This design comes from an exercise in tuning for small area on the open sky130 flow, not from production work. Function was checked by simulation only, so behaviour that the tests miss may differ from the original. Power is estimated from default activity; no workload was simulated.

run a:
Design wav_header_parse_sample_unpack_unit, start of the top module:
module wav_header_parse_sample_unpack_unit (
    input  wire logic                   i_clk,
    input  wire logic                   i_rst_n,
    input  wire logic                   s_axis_tvalid,
    output logic                        s_axis_tready,
    input  wire logic [7:0]             s_axis_tdata,    
    input  wire logic [0:0]             s_axis_tuser,    
    output logic                        m_axis_tvalid,
    input  wire logic                   m_axis_tready,
    output logic [wavhp_pkg::OUT_TDATA_W-1:0] m_axis_tdata,
    output logic [1:0]                  m_axis_tuser     
);
    wavhp_core u_core (
        .i_clk         (i_clk),
        .i_rst_n       (i_rst_n),
        .s_axis_tvalid (s_axis_tvalid),
        .s_axis_tready (s_axis_tready),
        .s_axis_tdata  (s_axis_tdata),
        .s_axis_tuser  (s_axis_tuser[0]),
        .m_axis_tvalid (m_axis_tvalid),
        .m_axis_tready (m_axis_tready),
        .m_axis_tdata  (m_axis_tdata),
        .m_axis_tuser  (m_axis_tuser)
    );
endmodule
Size in the first run: about 700 cells after synthesis, roughly 0.0078 sq mm of cells after synthesis.
==> module wavhp_core, before the edit <==
module wavhp_core (
    input  wire logic        i_clk,
    input  wire logic        i_rst_n,
    input  wire logic        s_axis_tvalid,
    output logic             s_axis_tready,
    input  wire logic [7:0]  s_axis_tdata,
    input  wire logic        s_axis_tuser,
    output logic             m_axis_tvalid,
    input  wire logic        m_axis_tready,
    output logic [215:0]     m_axis_tdata,
    output logic [1:0]       m_axis_tuser
);
    logic [5:0]  r_pos;      
    logic        r_ov;       
    logic        r_khdr;     
    logic        r_tog;      
    logic        r_c1;       
    logic        r_c2;       
    logic [31:0] r_rs_n;     
    logic [31:0] r_rate;     
    logic [31:0] r_brate;    
    logic [15:0] r_align;    
    logic [5:0]  r_bits_n;   
    logic [31:0] r_left_n;   
    logic [5:0]  r_bits;
    logic [31:0] r_left;
    logic        clr;
    logic       take;
    logic [7:0] x;
    logic [5:0] p;           
    logic       in_hdr, in_data, left_nz;
    logic [2:0] err;
    logic [2:0] w;
    logic       smp_done;
    logic [3:0] lane_we;
    assign s_axis_tready = !r_ov || m_axis_tready;
    assign take          = s_axis_tvalid && s_axis_tready;
    assign x             = s_axis_tdata;
    assign p        = s_axis_tuser ? 6'd0 : r_pos;
    assign in_hdr   = s_axis_tuser || (r_pos <= wavhp_pkg::POS_LAST_HDR);
    assign in_data  = !s_axis_tuser && (r_pos[5:2] == 4'b1011);
    assign left_nz  = (r_left != 32'd0);
    assign r_bits   = ~r_bits_n;
    assign r_left   = ~r_left_n;
    assign w        = r_bits[5:3];
    assign smp_done = ({1'b0, r_pos[1:0]} + 3'd1) == w;
    always_comb begin
        err = 3'd0;
        if (in_hdr) begin
            case (p)
                6'd0:  if (x != 8'h52) err = 3'd1;
                6'd1:  if (x != 8'h49) err = 3'd1;
                6'd2:  if (x != 8'h46) err = 3'd1;
                6'd3:  if (x != 8'h46) err = 3'd1;
                6'd21: if (!r_c1 || x != 8'd0) err = 3'd2;
                6'd23: if (!(r_c1 || r_c2) || x != 8'd0) err = 3'd3;
                6'd35: if (x != 8'd0 || w == 3'd0 || w > 3'd4) err = 3'd4;
                default: ;
            endcase
        end
    end
    always_comb begin
        lane_we = 4'd0;
        if (in_hdr && p[5:2] == 4'd1) lane_we[p[1:0]] = 1'b1;
        if (in_data && left_nz) lane_we[r_pos[1:0]] = 1'b1;
    end
    always_ff @(posedge i_clk) begin
        if (!i_rst_n) begin
            r_ov     <= 1'b0;
            r_pos[5:4] <= 2'b11;
        end else begin
            if (r_ov && m_axis_tready) r_ov <= 1'b0;
            if (take) begin
                if (in_hdr) begin
                    if (err != 3'd0) begin
                        r_ov   <= 1'b1;
                        r_khdr <= 1'b0;
                        r_pos  <= {3'b110, err};
                    end else begin
                        r_pos <= p + 6'd1;
                        if (p == wavhp_pkg::POS_LAST_HDR) begin
                            r_ov   <= 1'b1;
                            r_khdr <= 1'b1;
                            r_tog  <= 1'b0;
                        end
                    end
                end else if (in_data && left_nz) begin
                    if (smp_done) begin
                        r_ov   <= 1'b1;
                        r_khdr <= 1'b0;
                        r_tog  <= !r_tog;
                        r_pos  <= wavhp_pkg::POS_DATA0;
                    end else begin
                        r_pos  <= r_pos + 6'd1;
                    end
                end
            end
        end
    end
    always_ff @(posedge i_clk) begin
        if (take) begin
            for (int k = 0; k < 4; k++) begin
                if (lane_we[k]) r_rs_n[8*k +: 8] <= ~x;
            end
            if (in_hdr) begin
                case (p)
                    6'd20: r_c1 <= (x == 8'd1);
                    6'd22: begin
                        r_c1 <= (x == 8'd1);
                        r_c2 <= (x == 8'd2);
                    end
                    6'd34: r_bits_n <= ~{x[5:3] & {3{x[7:6] == 2'd0}}, x[2:0]};
                    6'd40, 6'd41, 6'd42, 6'd43: r_left_n[8*p[1:0] +: 8] <= ~x;
                    default: ;
                endcase
            end else if (in_data && left_nz) begin
                r_left_n <= r_left_n + 32'd1;
            end
        end
    end
    assign clr = (take && err != 3'd0) || (r_ov && m_axis_tready);
    logic [7:0] xc;
    assign xc = x & {8{!clr}};
    always_ff @(posedge i_clk) begin
        for (int k = 0; k < 4; k++) begin
            if (clr || (take && in_hdr && p == 6'(24 + k))) r_rate[8*k +: 8] <= xc;
            if (clr || (take && in_hdr && p == 6'(28 + k))) r_brate[8*k +: 8] <= xc;
        end
        for (int k = 0; k < 2; k++) begin
            if (clr || (take && in_hdr && p == 6'(32 + k))) r_align[8*k +: 8] <= xc;
        end
    end
    logic is_err, g_hdr, g_smp;
    logic [3:0] g_lane;
    assign is_err = r_pos[5] && r_pos[4];
    assign g_hdr  = !is_err && r_khdr;
    assign g_smp  = !is_err && !r_khdr;
    assign g_lane = {w == 3'd4, w >= 3'd3, w >= 3'd2, 1'b1} & {4{g_smp}};
    assign m_axis_tvalid = r_ov;
    assign m_axis_tuser  = {is_err, g_smp};
    assign m_axis_tdata  = {4'h0,
                            g_smp && r_c2 && !r_tog,
                            ~r_rs_n[31:24] & {8{g_lane[3]}}, ~r_rs_n[23:16] & {8{g_lane[2]}},
                            ~r_rs_n[15:8] & {8{g_lane[1]}}, ~r_rs_n[7:0] & {8{g_lane[0]}},
                            r_left & {32{g_hdr}},
                            {10'd0, r_bits & {6{g_hdr}}},
                            r_align,
                            r_brate,
                            r_rate,
                            {14'd0, r_c2 && g_hdr, r_c1 && g_hdr},
                            ~r_rs_n & {32{g_hdr}},
                            r_pos[2:0] & {3{is_err}}};
endmodule
clock: 6.0 ns
lec_check: 0
cap_margin: 20
core_margin: 2
core_utilization: 40
slew_margin: 20
run.sh (not shown) runs the stock make flow with config.mk's settings and CLKGATE_MAP_FILE= SYNTH_SCRIPT=/design/flow/synth_recipe.tcl, a recipe that flattens the netlist after the stock synthesis.
Changes in run b relative to run a:
diff --git a/flow/design.v b/flow/design.v
--- a/flow/design.v
+++ b/flow/design.v
@@ -24,21 +24,18 @@
     logic [5:0]  r_pos;      
     logic        r_ov;       
     logic        r_khdr;     
     logic        r_tog;      
     logic        r_c1;       
     logic        r_c2;       
-    logic [31:0] r_rs_n;     
-    logic [31:0] r_rate;     
-    logic [31:0] r_brate;    
-    logic [15:0] r_align;    
-    logic [5:0]  r_bits_n;   
-    logic [31:0] r_left_n;   
-    logic [5:0]  r_bits;
-    logic [31:0] r_left;
-    logic        clr;
+    logic [31:0] r_rs;       
+    logic [31:0] r_rate;
+    logic [31:0] r_brate;
+    logic [15:0] r_align;
+    logic [5:0]  r_bits;     
+    logic [31:0] r_left;     
     logic       take;
     logic [7:0] x;
     logic [5:0] p;           
     logic       in_hdr, in_data, left_nz;
     logic [2:0] err;
     logic [2:0] w;
@@ -48,14 +45,12 @@
     assign take          = s_axis_tvalid && s_axis_tready;
     assign x             = s_axis_tdata;
     assign p        = s_axis_tuser ? 6'd0 : r_pos;
     assign in_hdr   = s_axis_tuser || (r_pos <= wavhp_pkg::POS_LAST_HDR);
     assign in_data  = !s_axis_tuser && (r_pos[5:2] == 4'b1011);
     assign left_nz  = (r_left != 32'd0);
-    assign r_bits   = ~r_bits_n;
-    assign r_left   = ~r_left_n;
     assign w        = r_bits[5:3];
     assign smp_done = ({1'b0, r_pos[1:0]} + 3'd1) == w;
     always_comb begin
         err = 3'd0;
         if (in_hdr) begin
             case (p)
@@ -108,61 +103,52 @@
             end
         end
     end
     always_ff @(posedge i_clk) begin
         if (take) begin
             for (int k = 0; k < 4; k++) begin
-                if (lane_we[k]) r_rs_n[8*k +: 8] <= ~x;
+                if (lane_we[k]) r_rs[8*k +: 8] <= x;
             end
             if (in_hdr) begin
                 case (p)
                     6'd20: r_c1 <= (x == 8'd1);
                     6'd22: begin
                         r_c1 <= (x == 8'd1);
                         r_c2 <= (x == 8'd2);
                     end
-                    6'd34: r_bits_n <= ~{x[5:3] & {3{x[7:6] == 2'd0}}, x[2:0]};
-                    6'd40, 6'd41, 6'd42, 6'd43: r_left_n[8*p[1:0] +: 8] <= ~x;
+                    6'd24, 6'd25, 6'd26, 6'd27: r_rate[8*p[1:0] +: 8] <= x;
+                    6'd28, 6'd29, 6'd30, 6'd31: r_brate[8*p[1:0] +: 8] <= x;
+                    6'd32, 6'd33: r_align[8*p[0] +: 8] <= x;
+                    6'd34: r_bits <= {x[5:3] & {3{x[7:6] == 2'd0}}, x[2:0]};
+                    6'd40, 6'd41, 6'd42, 6'd43: r_left[8*p[1:0] +: 8] <= x;
                     default: ;
                 endcase
             end else if (in_data && left_nz) begin
-                r_left_n <= r_left_n + 32'd1;
+                r_left <= r_left - 32'd1;
             end
-        end
-    end
-    assign clr = (take && err != 3'd0) || (r_ov && m_axis_tready);
-    logic [7:0] xc;
-    assign xc = x & {8{!clr}};
-    always_ff @(posedge i_clk) begin
-        for (int k = 0; k < 4; k++) begin
-            if (clr || (take && in_hdr && p == 6'(24 + k))) r_rate[8*k +: 8] <= xc;
-            if (clr || (take && in_hdr && p == 6'(28 + k))) r_brate[8*k +: 8] <= xc;
-        end
-        for (int k = 0; k < 2; k++) begin
-            if (clr || (take && in_hdr && p == 6'(32 + k))) r_align[8*k +: 8] <= xc;
         end
     end
     logic is_err, g_hdr, g_smp;
     logic [3:0] g_lane;
     assign is_err = r_pos[5] && r_pos[4];
     assign g_hdr  = !is_err && r_khdr;
     assign g_smp  = !is_err && !r_khdr;
     assign g_lane = {w == 3'd4, w >= 3'd3, w >= 3'd2, 1'b1} & {4{g_smp}};
     assign m_axis_tvalid = r_ov;
     assign m_axis_tuser  = {is_err, g_smp};
     assign m_axis_tdata  = {4'h0,
                             g_smp && r_c2 && !r_tog,
-                            ~r_rs_n[31:24] & {8{g_lane[3]}}, ~r_rs_n[23:16] & {8{g_lane[2]}},
-                            ~r_rs_n[15:8] & {8{g_lane[1]}}, ~r_rs_n[7:0] & {8{g_lane[0]}},
+                            r_rs[31:24] & {8{g_lane[3]}}, r_rs[23:16] & {8{g_lane[2]}},
+                            r_rs[15:8] & {8{g_lane[1]}}, r_rs[7:0] & {8{g_lane[0]}},
                             r_left & {32{g_hdr}},
                             {10'd0, r_bits & {6{g_hdr}}},
-                            r_align,
-                            r_brate,
-                            r_rate,
+                            r_align & {16{g_hdr}},
+                            r_brate & {32{g_hdr}},
+                            r_rate & {32{g_hdr}},
                             {14'd0, r_c2 && g_hdr, r_c1 && g_hdr},
-                            ~r_rs_n & {32{g_hdr}},
+                            r_rs & {32{g_hdr}},
                             r_pos[2:0] & {3{is_err}}};
 endmodule
 `default_nettype wire
 `default_nettype none
 module wav_header_parse_sample_unpack_unit (
     input  wire logic                   i_clk,
Diff run a -> run b | portion of the layout cell area used by non-clock buffers | decrease of 1.3 points. Run b: flip-flop and latch share of the layout cell area 5.1 points below run a. Run b ended with every stage complete and zero timing, DRC or antenna violations. Compared with run a, run b shows final period utilization lower by 3.5 points. Delta (run b minus run a): routed length on met3 went up, critical path's largest stage delay went up, global-route usage went up.

---

Setup of v38:
wav_header_parse_sample_unpack_unit, a different RTL version from the one above (not shown whole).
For scale: roughly 620 cells after synthesis, ~230 I/O pins, about 6900 sq um of cells after synthesis.
==> module wavhp_core, before the edit <==
module wavhp_core (
    input  wire logic        i_clk,
    input  wire logic        i_rst_n,
    input  wire logic        s_axis_tvalid,
    output logic             s_axis_tready,
    input  wire logic [7:0]  s_axis_tdata,
    input  wire logic        s_axis_tuser,
    output logic             m_axis_tvalid,
    input  wire logic        m_axis_tready,
    output logic [215:0]     m_axis_tdata,
    output logic [1:0]       m_axis_tuser
);
    logic [5:0]  r_pos;      
    logic        r_ov;       
    logic        r_khdr;     
    logic        r_tog;      
    logic        r_c2;       
    logic [31:0] r_rs_n;     
    logic [31:0] r_rate;     
    logic [31:0] r_brate;    
    logic [15:0] r_align;    
    logic [4:0]  r_bits_n;   
    logic [31:0] r_left_n;   
    logic [4:0]  r_bits;
    logic [5:0]  bits_out;
    logic [1:0]  wm1;        
    logic [31:0] r_left;
    logic        clr;
    logic       take;
    logic [7:0] x;
    logic [5:0] p;           
    logic       in_hdr, in_data, left_nz;
    logic [2:0] err;
    logic       smp_done;
    logic [3:0] lane_we;
    assign s_axis_tready = !r_ov || m_axis_tready;
    assign take          = s_axis_tvalid && s_axis_tready;
    assign x             = s_axis_tdata;
    assign p        = s_axis_tuser ? 6'd0 : r_pos;
    assign in_hdr   = s_axis_tuser || (r_pos <= wavhp_pkg::POS_LAST_HDR);
    assign in_data  = !s_axis_tuser && (r_pos[5:2] == 4'b1011);
    assign r_bits   = ~r_bits_n;
    assign r_left   = ~r_left_n;
    assign wm1      = r_bits[4:3];
    assign bits_out = {3'({1'b0, wm1} + 3'd1), r_bits[2:0]};
    assign smp_done = r_pos[1:0] == wm1;
    always_comb begin
        err = 3'd0;
        if (in_hdr) begin
            case (p)
                6'd0:  if (x != 8'h52) err = 3'd1;
                6'd1:  if (x != 8'h49) err = 3'd1;
                6'd2:  if (x != 8'h46) err = 3'd1;
                6'd3:  if (x != 8'h46) err = 3'd1;
                6'd21: if (!r_tog || x != 8'd0) err = 3'd2;
                6'd23: if (!(r_tog || r_c2) || x != 8'd0) err = 3'd3;
                6'd35: if (x != 8'd0 || !r_tog) err = 3'd4;
                default: ;
            endcase
        end
    end
    always_comb begin
        lane_we = 4'd0;
        if (in_hdr && p[5:2] == 4'd1) lane_we[p[1:0]] = 1'b1;
        if (in_data && !z[32]) lane_we[r_pos[1:0]] = 1'b1;
    end
    logic [32:0] z;
    logic        dec, hdr_take;
    logic [7:0]  xg;
    logic [31:0] left_de;
    assign z[0] = 1'b1;
    for (genvar i = 0; i < 32; i++) begin : g_z
        assign z[i+1] = z[i] & r_left_n[i];
    end
    assign left_nz  = !z[32];
    assign hdr_take = take && in_hdr;
    assign dec      = take && in_data && left_nz;
    assign xg       = in_hdr ? (x & {8{r_pos[3]}}) : 8'hff;
    for (genvar i = 0; i < 32; i++) begin : g_left
        assign left_de[i] = (hdr_take && (p == 36 || p == 40 + i / 8)) || (dec && z[i]);
        always_ff @(posedge i_clk) begin
            if (left_de[i]) r_left_n[i] <= !(xg[i % 8] && r_left_n[i]);
        end
    end
    logic [5:0] pos_d;
    always_comb begin
        if (in_hdr && err != 3'd0) pos_d = {3'b110, err};
        else if (!in_hdr && smp_done) pos_d = wavhp_pkg::POS_DATA0;
        else if (s_axis_tuser) pos_d = 6'd1;
        else pos_d = r_pos + 6'd1;
    end
    always_ff @(posedge i_clk) begin
        if (!i_rst_n) begin
            r_pos[5:4] <= 2'b11;
        end else if (hdr_take || dec) begin
            r_pos <= pos_d;
        end
    end
    always_ff @(posedge i_clk) begin
        if (!i_rst_n) begin
            r_ov <= 1'b0;
        end else begin
            if (r_ov && m_axis_tready) r_ov <= 1'b0;
            if ((hdr_take && (err != 3'd0 || p == wavhp_pkg::POS_LAST_HDR)) || (dec && smp_done)) begin
                r_ov <= 1'b1;
            end
        end
    end
    always_ff @(posedge i_clk) begin
        if (hdr_take && (err != 3'd0 || p == wavhp_pkg::POS_LAST_HDR)) begin
            r_khdr <= (err == 3'd0);
        end else if (dec && smp_done) begin
            r_khdr <= 1'b0;
        end
    end
    always_ff @(posedge i_clk) begin
        if (hdr_take && (p == 6'd20 || p == 6'd22)) begin
            r_tog <= (x == 8'd1);
        end else if (hdr_take && p == 6'd34) begin
            r_tog <= x[7:6] == 2'd0 && x[5:3] != 3'd0 && x[5:3] <= 3'd4;
        end else if (hdr_take && p == wavhp_pkg::POS_LAST_HDR) begin
            r_tog <= 1'b0;
        end else if (dec && smp_done) begin
            r_tog <= !r_tog;
        end
    end
    always_ff @(posedge i_clk) begin
        if (take) begin
            for (int k = 0; k < 4; k++) begin
                if (lane_we[k]) r_rs_n[8*k +: 8] <= ~x;
            end
            if (in_hdr) begin
                case (p)
                    6'd22: r_c2 <= (x == 8'd2);
                    6'd34: r_bits_n <= ~{2'(x[5:3] - 3'd1), x[2:0]};
                    default: ;
                endcase
            end
        end
    end
    assign clr = (take && err != 3'd0) || (r_ov && m_axis_tready);
    logic [7:0] xc;
    assign xc = x & {8{!clr}};
    always_ff @(posedge i_clk) begin
        for (int k = 0; k < 4; k++) begin
            if (clr || (take && in_hdr && p == 24 + k)) r_rate[8*k +: 8] <= xc;
            if (clr || (take && in_hdr && p == 28 + k)) r_brate[8*k +: 8] <= xc;
        end
        for (int k = 0; k < 2; k++) begin
            if (clr || (take && in_hdr && p == 32 + k)) r_align[8*k +: 8] <= xc;
        end
    end
    logic is_err, g_hdr, g_smp;
    logic [3:0] g_lane;
    assign is_err = r_pos[5] && r_pos[4];
    assign g_hdr  = r_khdr;               
    assign g_smp  = !is_err && !r_khdr;
    assign g_lane = {wm1 == 2'd3, wm1 >= 2'd2, wm1 != 2'd0, 1'b1} & {4{g_smp}};
    assign m_axis_tvalid = r_ov;
    assign m_axis_tuser  = {is_err, g_smp};
    assign m_axis_tdata  = {4'h0,
                            g_smp && r_c2 && !r_tog,
                            ~r_rs_n[31:24] & {8{g_lane[3]}}, ~r_rs_n[23:16] & {8{g_lane[2]}},
                            ~r_rs_n[15:8] & {8{g_lane[1]}}, ~r_rs_n[7:0] & {8{g_lane[0]}},
                            r_left & {32{g_hdr}},
                            {10'd0, bits_out & {6{g_hdr}}},
                            r_align,
                            r_brate,
                            r_rate,
                            {14'd0, r_c2 && g_hdr, !r_c2 && g_hdr},
                            ~r_rs_n & {32{g_hdr}},
                            r_pos[2:0] & {3{is_err}}};
endmodule
Settings: LEC_CHECK=0, CAP_MARGIN=20, CORE_MARGIN=2, CORE_UTILIZATION=70, CTS_BUF_LIST=sky130_fd_sc_hd__clkbuf_8, PLACE_DENSITY=0.85, SLEW_MARGIN=20; clock period 6.0 ns.
standard.sh (not shown) runs the stock make flow with config.mk's settings and CLKGATE_MAP_FILE= SYNTH_SCRIPT=/design/flow/synth_recipe.tcl, a recipe that flattens the netlist after the stock synthesis.
==> flow/flow/run.sh <==
#!/bin/bash
# The standard layout (standard.sh, the standard flow's own ORFS run) with three changes:
#  - port buffers use sky130_fd_sc_hd__buf_1 (buffer_ports otherwise picks clkdlybuf4s50_1);
#    every input and output port still gets its buffer;
#  - Yosys's ABC step maps the logic for area only (flow/abc_area.script, run through ORFS's
#    ABC_AREA switch from a copy of ORFS's scripts folder) instead of the delay-driven script.
#    Flip-flops are mapped before ABC, so the registers are the standard synthesis's;
#  - SKIP_REPAIR_TIE_FANOUT: the outputs that are constant 0 share the one tie cell synthesis
#    made instead of getting a tie cell each (as in the standard flow, no buffer is put on a
#    tie-driven output).
set -euo pipefail
rm -rf scripts
cp -r "$FLOW_HOME/scripts" scripts
cp flow/abc_area.script scripts/abc_area.script
bash standard.sh "SCRIPTS_DIR=$PWD/scripts" ABC_AREA=1 SKIP_REPAIR_TIE_FANOUT=1 \
    "BUFFER_PORTS_ARGS=-buffer_cell sky130_fd_sc_hd__buf_1" finish > standard.log 2>&1
==> flow/flow/abc_area.script <==
strash
dc2
dch -f
map -a
topo
#### Input delta (v3 over v38)
-- flow/design.v --
<<< v38, line 31
    logic [31:0] r_brate;    
    logic [15:0] r_align;    
    logic [4:0]  r_bits_n;   
    logic [31:0] r_left_n;   
    logic [4:0]  r_bits;
    logic [5:0]  bits_out;
    logic [1:0]  wm1;        
    logic [31:0] r_left;
    logic        clr;
>>> v3, line 31
    logic [31:0] r_brate;    
    logic [15:0] r_align;    
    logic [5:0]  r_bits_n;   
    logic [31:0] r_left_n;   
    logic [5:0]  r_bits;
    logic [31:0] r_left;
    logic        clr;
<<< v38, line 43
    logic       in_hdr, in_data, left_nz;
    logic [2:0] err;
    logic       smp_done;
    logic [3:0] lane_we;
>>> v3, line 41
    logic       in_hdr, in_data, left_nz;
    logic [2:0] err;
    logic [2:0] w;
    logic       smp_done;
    logic [3:0] lane_we;
<<< v38, line 53
    assign r_bits   = ~r_bits_n;
    assign r_left   = ~r_left_n;
    assign wm1      = r_bits[4:3];
    assign bits_out = {3'({1'b0, wm1} + 3'd1), r_bits[2:0]};
    assign smp_done = r_pos[1:0] == wm1;
    always_comb begin
        err = 3'd0;
>>> v3, line 52
    assign r_bits   = ~r_bits_n;
    assign r_left   = ~r_left_n;
    assign w        = r_bits[5:3];
    assign smp_done = ({1'b0, r_pos[1:0]} + 3'd1) == w;
    always_comb begin
        err = 3'd0;
<<< v38, line 66
                6'd21: if (!r_tog || x != 8'd0) err = 3'd2;
                6'd23: if (!(r_tog || r_c2) || x != 8'd0) err = 3'd3;
                6'd35: if (x != 8'd0 || !r_tog) err = 3'd4;
                default: ;
            endcase
>>> v3, line 64
                6'd21: if (!r_tog || x != 8'd0) err = 3'd2;
                6'd23: if (!(r_tog || r_c2) || x != 8'd0) err = 3'd3;
                6'd35: if (x != 8'd0 || w == 3'd0 || w > 3'd4) err = 3'd4;
                default: ;
            endcase
<<< v38, line 128
        if (hdr_take && (p == 6'd20 || p == 6'd22)) begin
            r_tog <= (x == 8'd1);
        end else if (hdr_take && p == 6'd34) begin
            r_tog <= x[7:6] == 2'd0 && x[5:3] != 3'd0 && x[5:3] <= 3'd4;
        end else if (hdr_take && p == wavhp_pkg::POS_LAST_HDR) begin
            r_tog <= 1'b0;
>>> v3, line 126
        if (hdr_take && (p == 6'd20 || p == 6'd22)) begin
            r_tog <= (x == 8'd1);
        end else if (hdr_take && p == wavhp_pkg::POS_LAST_HDR) begin
            r_tog <= 1'b0;
<<< v38, line 144
                case (p)
                    6'd22: r_c2 <= (x == 8'd2);
                    6'd34: r_bits_n <= ~{2'(x[5:3] - 3'd1), x[2:0]};
                    default: ;
                endcase
>>> v3, line 140
                case (p)
                    6'd22: r_c2 <= (x == 8'd2);
                    6'd34: r_bits_n <= ~{x[5:3] & {3{x[7:6] == 2'd0}}, x[2:0]};
                    default: ;
                endcase
<<< v38, line 167
    assign g_hdr  = r_khdr;               
    assign g_smp  = !is_err && !r_khdr;
    assign g_lane = {wm1 == 2'd3, wm1 >= 2'd2, wm1 != 2'd0, 1'b1} & {4{g_smp}};
    assign m_axis_tvalid = r_ov;
    assign m_axis_tuser  = {is_err, g_smp};
>>> v3, line 163
    assign g_hdr  = r_khdr;               
    assign g_smp  = !is_err && !r_khdr;
    assign g_lane = {w == 3'd4, w >= 3'd3, w >= 3'd2, 1'b1} & {4{g_smp}};
    assign m_axis_tvalid = r_ov;
    assign m_axis_tuser  = {is_err, g_smp};
<<< v38, line 175
                            ~r_rs_n[15:8] & {8{g_lane[1]}}, ~r_rs_n[7:0] & {8{g_lane[0]}},
                            r_left & {32{g_hdr}},
                            {10'd0, bits_out & {6{g_hdr}}},
                            r_align,
                            r_brate,
>>> v3, line 171
                            ~r_rs_n[15:8] & {8{g_lane[1]}}, ~r_rs_n[7:0] & {8{g_lane[0]}},
                            r_left & {32{g_hdr}},
                            {10'd0, r_bits & {6{g_hdr}}},
                            r_align,
                            r_brate,
## What came out
Of v38 and v3, the higher final clock period utilization by the worst path belongs to v3.
As far as cell area is concerned, v38 and v3 perform about the same.
Cmp v38 and v3 / register fraction of the total cell area / higher: v3
Shortest period the worst path allows deteriorates in v3 relative to v38.
Max-cap violation count came out exactly the same in v38 and v3.
Share of power burned in the clock network | v3 above v38
Reported for v38 and v3, buffer depth of the longest clock path turned out identical to the last digit.
The detailed-router iteration count before antenna repair number comes out lower for v38 vs v3.

re-timing with driven ports:
How much do the figures lean on ideal ports? The routed layouts below were timed once more, with nothing changed but the port constraints.
Step 1: set_driving_cell puts a clkbuf_16 on i_clk and a buf_2 on each other input, an assumption about the parent block.
Step 2 also shifts input and output timing later by t, the mid clock arrival at the registers, as if the neighbouring blocks saw the same clock.
a / b / c = ideal / step 1 / step 2; a / b = the first two.
| run | shift t [ns] | slack for setup (ns) | pins driven straight from the clock port |
|---|---|---|---|
| run a | 0.460 | 1.473 / 1.491 / 1.031 | 1 |
| run b | 0.468 | 1.685 / 1.640 / 1.568 | 1 |
| v38 | 0.481 | 1.142 / 1.142 / 1.142 | 1 |
| v3 | 0.484 | 1.114 / 1.114 / 0.837 | 1 |
After both steps setup and hold are still met in every run listed. For run a, which loses most, drivers alone change the setup slack by +0.018 ns; drivers and shift together by -0.442 ns.
